From an optimization exercise on the open Yosys and OpenROAD flow, aimed at small area; shortcuts taken in it are not production practice. Function was checked by simulation only, so behaviour that the tests miss may differ from the original. Power is estimated from default activity; no workload was simulated.

===== config.mk =====
export PLATFORM = sky130hd
export DESIGN_NAME = reg_bank
export DESIGN_NICKNAME = reg_bank
export VERILOG_FILES = /design/flow/design.v
export SDC_FILE = /design/flow/constraint.sdc
export NUM_CORES = 4
export LEC_CHECK = 0
export CAP_MARGIN = 20
export CORE_MARGIN = 2
export CORE_UTILIZATION = 40
export SLEW_MARGIN = 20

===== constraint.sdc =====
create_clock -name core_clock -period 5.0 [get_ports {clk}]
set_input_delay 1.0000 -clock core_clock [delete_from_list [all_inputs] [get_ports {clk}]]
set_output_delay 1.0000 -clock core_clock [all_outputs]
set_load 0.01 [all_outputs]

===== design.v =====
module reg_bank #(
  parameter int unsigned DATA_W    = 16,
  parameter int unsigned SEL_W     = 6,
  parameter int unsigned W_ADDR    = 34,
  parameter int unsigned NULL_ADDR = 63
) (
  input  logic              clk,
  input  logic              rst,
  input  logic [DATA_W-1:0] DATA_IN,
  input  logic [SEL_W-1:0]  SEL_IN,
  input  logic              UPDATE_FLAG,
  input  logic [SEL_W-1:0]  SEL_A,
  input  logic [SEL_W-1:0]  SEL_B,
  output logic [DATA_W-1:0] RD_A,
  output logic [DATA_W-1:0] RD_B,
  output logic [DATA_W-1:0] W_OUT,
  output logic [15:0]       WR_COUNT
);
  localparam int unsigned NUM_REGS = 1 << SEL_W;
  localparam int unsigned CNT_W    = 16;
  logic [DATA_W-1:0] r_mem [0:NUM_REGS-1];
  logic              r_prev_flag;
  logic [DATA_W-1:0] r_rd_a;
  logic [DATA_W-1:0] r_rd_b;
  logic [CNT_W-1:0]  r_wr_count;
  logic w_wr_pulse;
  logic w_wr_en;
  logic w_fwd_a;
  logic w_fwd_b;
  assign w_wr_pulse = UPDATE_FLAG ^ r_prev_flag;
  assign w_wr_en    = w_wr_pulse && (SEL_IN != SEL_W'(NULL_ADDR));
  assign w_fwd_a = 1'b0;
  assign w_fwd_b = 1'b0;
  always_ff @(posedge clk) begin
    r_prev_flag <= UPDATE_FLAG;
  end
  always_ff @(posedge clk) begin
    if (rst) begin
      for (int i = 0; i < int'(NUM_REGS); i++) begin
        r_mem[i] <= '0;
      end
    end else if (w_wr_en) begin
      r_mem[SEL_IN] <= DATA_IN;
    end
  end
  always_ff @(posedge clk) begin
    if (rst) begin
      r_wr_count <= '0;
    end else if (w_wr_en) begin
      r_wr_count <= r_wr_count + CNT_W'(1);
    end
  end
  always_ff @(posedge clk) begin
    if (rst) begin
      r_rd_a <= '0;
      r_rd_b <= '0;
    end else begin
      r_rd_a <= w_fwd_a ? DATA_IN : r_mem[SEL_A];
      r_rd_b <= w_fwd_b ? DATA_IN : r_mem[SEL_B];
    end
  end
  assign RD_A     = r_rd_a;
  assign RD_B     = r_rd_b;
  assign W_OUT    = r_mem[SEL_W'(W_ADDR)];
  assign WR_COUNT = r_wr_count;
endmodule

===== run.sh =====
#!/bin/bash
# synth_recipe.tcl (not shown) runs the flow's synth.tcl, then flattens the netlist and writes it again
# the make line also repeats each setting of config.mk as NAME=value (left out here)
make -C /OpenROAD-flow-scripts/flow DESIGN_CONFIG=/design/flow/config.mk WORK_HOME=/design/flow/orfs CLKGATE_MAP_FILE= SYNTH_SCRIPT=/design/flow/synth_recipe.tcl finish

==> impl_metrics.ini, run 1 <==
[status]
status = timing/DRC/antenna clean

[timing]
final-setup-viol-count = 0
fmax_ghz = 0.280
hold_viol = 0
fin_crit_ns = 3.57
max_slew_margin_pct = 19.0
rsz0062_at_grt = false
fin_worst_skew_ns = 0.0430
period_share_pct = 71.4
tightestPinTransition_ns = 1.20
drv_slew = 0
setup_tns_ns = 0
timing.final.ws_setup_ns = 1.43

[placed_design]
place_congestion = 1.00
io_buffers = 100
post-dp-hpwl_mm = 135
dpl_worst_slack_ns = 0.815

[clock_network]
cts_setup_buffers = 0
cts.sinks = 1073
h-tree-depth = 3
postCtsHoldBufs = 0
cts-root-buf = clkbuf_16
clkTransAtPathRegs_ns = 0.06
numCtsBuffers = 118
cts_buffer_depth = 3
clk_latency_ns = 0.78
cts_tree = done
cts_resized = 0

[hold_path]
holdPathStages = 2
hold_class = reg2reg

[worst_setup_path]
criticalPathCategory = in2reg
worstPathRequired_ns = 5.42
end_kind = flip-flop
rrSetupSlack_ns = 1.99
crit_path_start_kind = primary input
worstRegToRegCells = 6
worst-path-max-fanout = 17
cp.arrival_ns = 3.99

[power]
switching_share_pct = 25.6
p_per_area_mw_per_mm2 = 341
leakagePower_nw = 23.1
p_comb_share_pct = 10.5
ir_worst_vdd_v = 0.000296
clkPwrFrac_pct = 42.1
intPower_mw = 16.1
power_switching_mw = 5.54
power_frac_seq_pct = 47.4

[die]
fp.dieArea_mm2 = 0.144
core-area_mm2 = 0.140
die_x_um = 379
die_h_um = 379
start_util_pct = 40.3
io_pins = 101
rows = 137

[logic_synthesis]
syn_area_mm2 = 0.0562
avgSynthCellArea_um2 = 15.1
synth_ff_type = edfxtp_1
synth_edf_count = 1024
synth_cell_types = 57
netlist_instances = 3734
yosysSeqAreaShare_pct = 56.4
async_flop_share_pct = 0
yosysWarnings = 1
ys_ff_latch = 1073

[global_routing]
grt_usage_pct = 28.0
grt.overflow.total = 0
use_met3_pct = 10.0
grt_pass1_wl_mm = 279
grt_max_degree = 68
antenna_found_initial = 23
grt.busiest_layer = met2
grt_use_met1_pct = 39.5
first_global_vias = 34800
globalRouteMet2Util_pct = 40.0

[routing]
drt-total-wl_mm = 201
drc = 0
vias = 36200
final_antenna_net_count = 0
detail_route.wl_per_cell_um = 34.9
drtPass1Iterations = 6
via_per_inst = 6.26
dr.first_iter.drc_count = 5929

[final_layout]
drive_above_1_share_pct = 25.4
layout_common_cells = edfxtp_1 (1024), and2_1 (1012), mux4_2 (490), buf_4 (165), mux2i_1 (137)
fin_nets = 3826
areaGrowthSynthToFinish_pct = 12.9
final_common_cell = edfxtp_1

[job]
cap_violations = 0
[per-stage QoR]
stage          cell area [um^2]  total power [mW]  std cells  util [%]  hold slack (ns)
2_1_floorplan             56300              11.6       3749         -            0.515
3_3_place_gp              59500              12.6       5544      42.6            0.482
3_5_place_dp              59500              12.6       5544      42.6            0.501
4_1_cts                   63500              21.6       5770      45.5            0.512
5_1_grt                   63500              22.1       5770      45.5            0.553
6_report                  63500              21.6       5775      45.5            0.510
[critical path, cell delays in order]
cell and delay [ns]:
clkdlybuf4s50_1 0.86, nor2b_1 0.28, nand2_1 0.69, nor2_1 0.42
buf_4 0.28, or2_2 0.43
[kinds of logic (layout without fill, tap and decap cells)]
logic type,count (synthesis),after routing,share of synthesized area (%)
and+or+nand+nor,1321,1321,14.0
AOI/OAI and AO/OA,305,305,3.68
other,1,21,0.00667
buffers and inverters,362,507,2.91
xor gates and xnor gates,12,12,0.187
adders and majority gates,1,1,0.0223
DFF,1073,1073,56.4
muxes,659,659,22.7
[power groups by stage]
stage	Sequential (mW)	Combinational (mW)	Clock, mW
final	10.3	2.27	9.10
after global routing	10.3	2.31	9.50
after CTS	10.3	2.21	9.15
after detailed placement	10.4	2.20	0
after global placement	10.4	2.20	0
after floorplan	10.4	1.24	0
[cell usage after synthesis, drive strengths merged (13+ instances only)]
cell type	instances	share of area [%]
a211oi	31	0.41
a21oi	56	0.50
a221oi	23	0.36
a22o	21	0.33
and2	1012	11
buf	135	1.4
clkbuf	222	1.5
dfxtp	49	1.7
edfxtp	1024	55
mux2	32	0.64
mux2i	137	2.4
mux4	490	20
nand2	52	0.35
nand2b	13	0.14
nand3	23	0.20
nor2	92	0.62
nor2b	15	0.17
nor3	15	0.14
o21ai	45	0.40
o221ai	24	0.37
o22ai	71	0.79
or2	69	0.77
[worst paths after layout]
path	startpoint	to
setup / recovery	SEL_IN[1]	r_mem[35][11]
hold reg to reg	r_wr_count[9]	r_wr_count[9]
hold / removal	r_wr_count[9]	r_wr_count[9]
setup reg to reg	r_prev_flag	r_mem[35][11]
[cell type report]
| type | count | area [um^2] |
|---|---|---|
| antenna | 5 | 12.5 |
| clock buffer | 139 | 3100 |
| clock inverter | 87 | 883 |
| fill | 12200 | 76100 |
| inverter | 5 | 18.8 |
| multi-input combinational | 2314 | 22900 |
| sequential | 1073 | 31700 |
| tap | 1876 | 2350 |
| timing repair buffer | 276 | 2440 |
[sequential cells by signal, indices dropped and copies added (netlist names)]
register     flops
r_prev_flag      1
r_wr_count      16
r_mem         1024
r_rd_a          16
r_rd_b          16
[metal layers]
metal	vias up	part of all wire, %	wire length, um
li1	14500	-	-
met4	18	4.0	8100
met3	402	14	27800
met1	18800	39	79500
met2	2433	43	85800
met5	-	0.059	118
==> run 2: changes to the inputs <==
--- a/design.v
+++ b/design.v
@@ -18,29 +18,43 @@
 );
   localparam int unsigned NUM_REGS = 1 << SEL_W;
   localparam int unsigned CNT_W    = 16;
-  logic [DATA_W-1:0] r_mem [0:NUM_REGS-1];
+  logic [DATA_W-1:0] r_mem [0:NUM_REGS-2];
   logic              r_prev_flag;
   logic [DATA_W-1:0] r_rd_a;
   logic [DATA_W-1:0] r_rd_b;
   logic [CNT_W-1:0]  r_wr_count;
-  logic w_wr_pulse;
-  logic w_wr_en;
-  logic w_fwd_a;
-  logic w_fwd_b;
+  logic                w_wr_pulse;
+  logic                w_wr_en;
+  logic [DATA_W-1:0]   w_wdata;
+  logic [NUM_REGS-2:0] w_wen;
+  logic [NUM_REGS-2:0] w_hot_a;
+  logic [NUM_REGS-2:0] w_hot_b;
+  logic [DATA_W-1:0]   w_rd_a;
+  logic [DATA_W-1:0]   w_rd_b;
   assign w_wr_pulse = UPDATE_FLAG ^ r_prev_flag;
   assign w_wr_en    = w_wr_pulse && (SEL_IN != SEL_W'(NULL_ADDR));
-  assign w_fwd_a = 1'b0;
-  assign w_fwd_b = 1'b0;
+  assign w_wdata = DATA_IN & {DATA_W{~rst}};
+  always_comb begin
+    for (int i = 0; i < int'(NUM_REGS) - 1; i++) begin
+      w_wen[i]   = rst | (w_wr_pulse & (SEL_IN == SEL_W'(i)));
+      w_hot_a[i] = (SEL_A == SEL_W'(i));
+      w_hot_b[i] = (SEL_B == SEL_W'(i));
+    end
+  end
+  always_comb begin
+    w_rd_a = '0;
+    w_rd_b = '0;
+    for (int i = 0; i < int'(NUM_REGS) - 1; i++) begin
+      w_rd_a = w_rd_a | (r_mem[i] & {DATA_W{w_hot_a[i]}});
+      w_rd_b = w_rd_b | (r_mem[i] & {DATA_W{w_hot_b[i]}});
+    end
+  end
   always_ff @(posedge clk) begin
     r_prev_flag <= UPDATE_FLAG;
   end
   always_ff @(posedge clk) begin
-    if (rst) begin
-      for (int i = 0; i < int'(NUM_REGS); i++) begin
-        r_mem[i] <= '0;
-      end
-    end else if (w_wr_en) begin
-      r_mem[SEL_IN] <= DATA_IN;
+    for (int i = 0; i < int'(NUM_REGS) - 1; i++) begin
+      if (w_wen[i]) r_mem[i] <= w_wdata;
     end
   end
   always_ff @(posedge clk) begin
@@ -55,12 +69,12 @@
       r_rd_a <= '0;
       r_rd_b <= '0;
     end else begin
-      r_rd_a <= w_fwd_a ? DATA_IN : r_mem[SEL_A];
-      r_rd_b <= w_fwd_b ? DATA_IN : r_mem[SEL_B];
+      r_rd_a <= w_rd_a;
+      r_rd_b <= w_rd_b;
     end
   end
   assign RD_A     = r_rd_a;
   assign RD_B     = r_rd_b;
-  assign W_OUT    = r_mem[SEL_W'(W_ADDR)];
+  assign W_OUT    = r_mem[W_ADDR];
   assign WR_COUNT = r_wr_count;
 endmodule
==> impl_metrics.ini, run 2 <==
[clock_network]
cts-root-buf = clkbuf_16
h-tree-depth = 3
numCtsBuffers = 114
clk_latency_ns = 0.78
cts_buffer_depth = 3
postCtsHoldBufs = 0
cts.sinks = 1057
clkTransAtPathRegs_ns = 0.06
cts_setup_buffers = 0
cts_resized = 0
cts_tree = done

[logic_synthesis]
synthTopCellsByArea = edfxtp_1 (67%), a22oi_1 (14%), dfxtp_1 (2.2%)
async_flop_share_pct = 0
synth_top_area_cell = edfxtp_1
synth_ff_type = edfxtp_1
yosysMostFrequentCell = edfxtp_1
synth_edf_count = 1008
synthDominantCellAreaShare_pct = 66.7
yosysSeqAreaShare_pct = 68.9
ys_ff_latch = 1057
yosysWarnings = 2
avgSynthCellArea_um2 = 14.3
synth_cell_types = 64
netlist_instances = 3177
syn_area_mm2 = 0.0454
synth_commonest_cells = edfxtp_1 (1008), a22oi_1 (856), nand4_1 (135)

[final_layout]
post-route-util_pct = 48.9
top_register = r_mem
largest_register_ffs = 1008
drive_above_1_share_pct = 19.3
fillers = 9827
final_common_cell = edfxtp_1
seq_area_mm2 = 0.0313
multiInputGateArea_mm2 = 0.0132
final_area_mm2 = 0.0550
fin_nets = 3575
layout_common_cells = edfxtp_1 (1008), a22oi_1 (856), buf_4 (382), nand4_1 (135), nand2_1 (125)
layout.cells.non_filler = 5180
areaGrowthSynthToFinish_pct = 21.2

[routing]
drc = 0
final_antenna_net_count = 0
dr.first_iter.drc_count = 11100
vias = 43200
detail_route.wl_per_cell_um = 63.5
drt-total-wl_mm = 329
via_per_inst = 8.34
drtPass1Iterations = 14

[power]
ir_worst_vdd_v = 0.000295
clkPwrFrac_pct = 41.4
switching_share_pct = 26.8
p_comb_share_pct = 8.0
intPower_mw = 16.2
leakagePower_nw = 19.2
finalPower_mw = 22.1
p_per_area_mw_per_mm2 = 402
power_switching_mw = 5.94
power_frac_seq_pct = 50.7

[timing]
rsz0062_at_grt = false
final-setup-viol-count = 0
fin_worst_skew_ns = 0.0242
setup_tns_ns = 0
fmax_ghz = 0.247
hold_viol = 0
drv_slew = 0
timing.final.ws_setup_ns = 0.945
tightestPinTransition_ns = 1.26
period_share_pct = 81.1
whs_ns = 0.508
max_slew_margin_pct = 13.9
fin_crit_ns = 4.05

[die]
rows = 123
core-area_mm2 = 0.112
io_pins = 101
start_util_pct = 40.3
die_h_um = 341
die_x_um = 341
fp.dieArea_mm2 = 0.116

[global_routing]
antenna_found_initial = 42
grt_usage_pct = 55.6
grt_pass1_wl_mm = 410
first_global_vias = 37800
grt_max_degree = 70
grt.overflow.total = 0

[placed_design]
post-dp-hpwl_mm = 214
dpl_worst_slack_ns = 0.472
place_congestion = 1.09
dpl.cell_count = 4920
placed_cell_area_mm2 = 0.0510
io_buffers = 100

[worst_setup_path]
crit_path_start_kind = primary input
path_cells = clkdlybuf4s50_1 > nor4b_2 > and3_1 > buf_4 > a22oi_1 > nand4_1 > nor4_1 > a41oi_1
end_kind = flip-flop
cp.arrival_ns = 4.71
criticalPathCategory = in2reg
worstPathRequired_ns = 5.65
cpPeakStageDelay_ns = 1.04
worst-path-max-fanout = 16
worst_path_max_delay_cell = and3_1
worst-path-buf-inv = 2
critPathTopFamily = simple AND/OR/NAND/NOR gates

[job]
cap_violations = 0

[hold_path]
hold_class = reg2reg

[status]
status = timing/DRC/antenna clean
run 2: metal layers:
layer  global-route usage (%)  wire length [um]  vias to the layer above
met3                     31.5             57900                     1922
li1                         -                 -                    14100
met1                     67.3            112000                    21300
met4                     44.4             34400                       29
met2                     71.4            125000                     5817
met5                    0.368               304                        -
run 2: cell families after synthesis:
| family | count (synthesis) | share of synthesized area (%) |
|---|---|---|
| compound gates | 1072 | 18.1 |
| flops | 1057 | 68.9 |
| simple gates | 747 | 9.58 |
| buf+inv | 278 | 2.97 |
| xor+xnor | 13 | 0.251 |
| mux | 9 | 0.212 |
| fa+ha+maj | 1 | 0.0276 |
run 2: path summary, 6_finish.rpt:
path | startpoint | end | slack [ns] | cells after the start
max | SEL_A[1] | r_rd_a[15] | 0.95 | 8
max reg2reg | r_prev_flag | r_mem[7][0] | 2.22 | 4
min reg2reg | r_wr_count[15] | r_wr_count[15] | 0.51 | 2
min | r_wr_count[15] | r_wr_count[15] | 0.51 | 2
run 2: layout make-up:
class	instances	share of cell area [%]
Inverter	2	0.0136
Clock inverter	71	1.62
Sequential cell	1057	56.8
Multi-Input combinational cell	1842	24.0
Tap cell	1500	3.41
Timing Repair Buffer	520	8.42
Clock buffer	146	5.53
Antenna cell	42	0.191
run 2: power by group through the flow:
stage | Sequential, mW | Combinational [mW] | Clock (mW)
6_report | 11.2 | 1.77 | 9.15
5_1_grt | 11.2 | 1.70 | 9.39
4_1_cts | 11.1 | 1.62 | 9.04
3_5_place_dp | 11.3 | 1.62 | 0
3_3_place_gp | 11.3 | 1.61 | 0
2_1_floorplan | 11.0 | 0.544 | 0
run 2: tightest hold or removal path: cells and delay by family, from the launching register on:
family	cells	cell delay, ns
DFF	1	0.32
AOI/OAI and AO/OA	2	0.14

afterwards: timing with drivers on the ports:
The results above use ideal ports. As a check the final layouts listed here were re-extracted and re-timed, cells and wires unchanged.
Step 1 assumes that a clkbuf_16 drives the clock port and a buf_2 every other input.
Step 2 adds t to the input delays and takes it off the output delays; t is the mean of the earliest and latest rising clock arrival at the registers after step 1. Input paths then give back, and output paths get back, about the clock's delay inside the block.
Slacks: no drivers / after step 1 / after step 2; pairs: no drivers / after step 1.
run	t, ns	setup slack, ns	worst register clock-pin slew, ns	worst data-port slew with drivers (ns)
run 1	0.830	1.430 / 1.454 / 0.624	0.07 / 0.07	0.24
run 2	0.841	0.945 / 0.996 / 0.156	0.08 / 0.08	0.04
After both steps setup and hold are still met in every run listed. For run 1, which loses most, drivers alone change the setup slack by +0.024 ns; drivers and shift together by -0.806 ns.
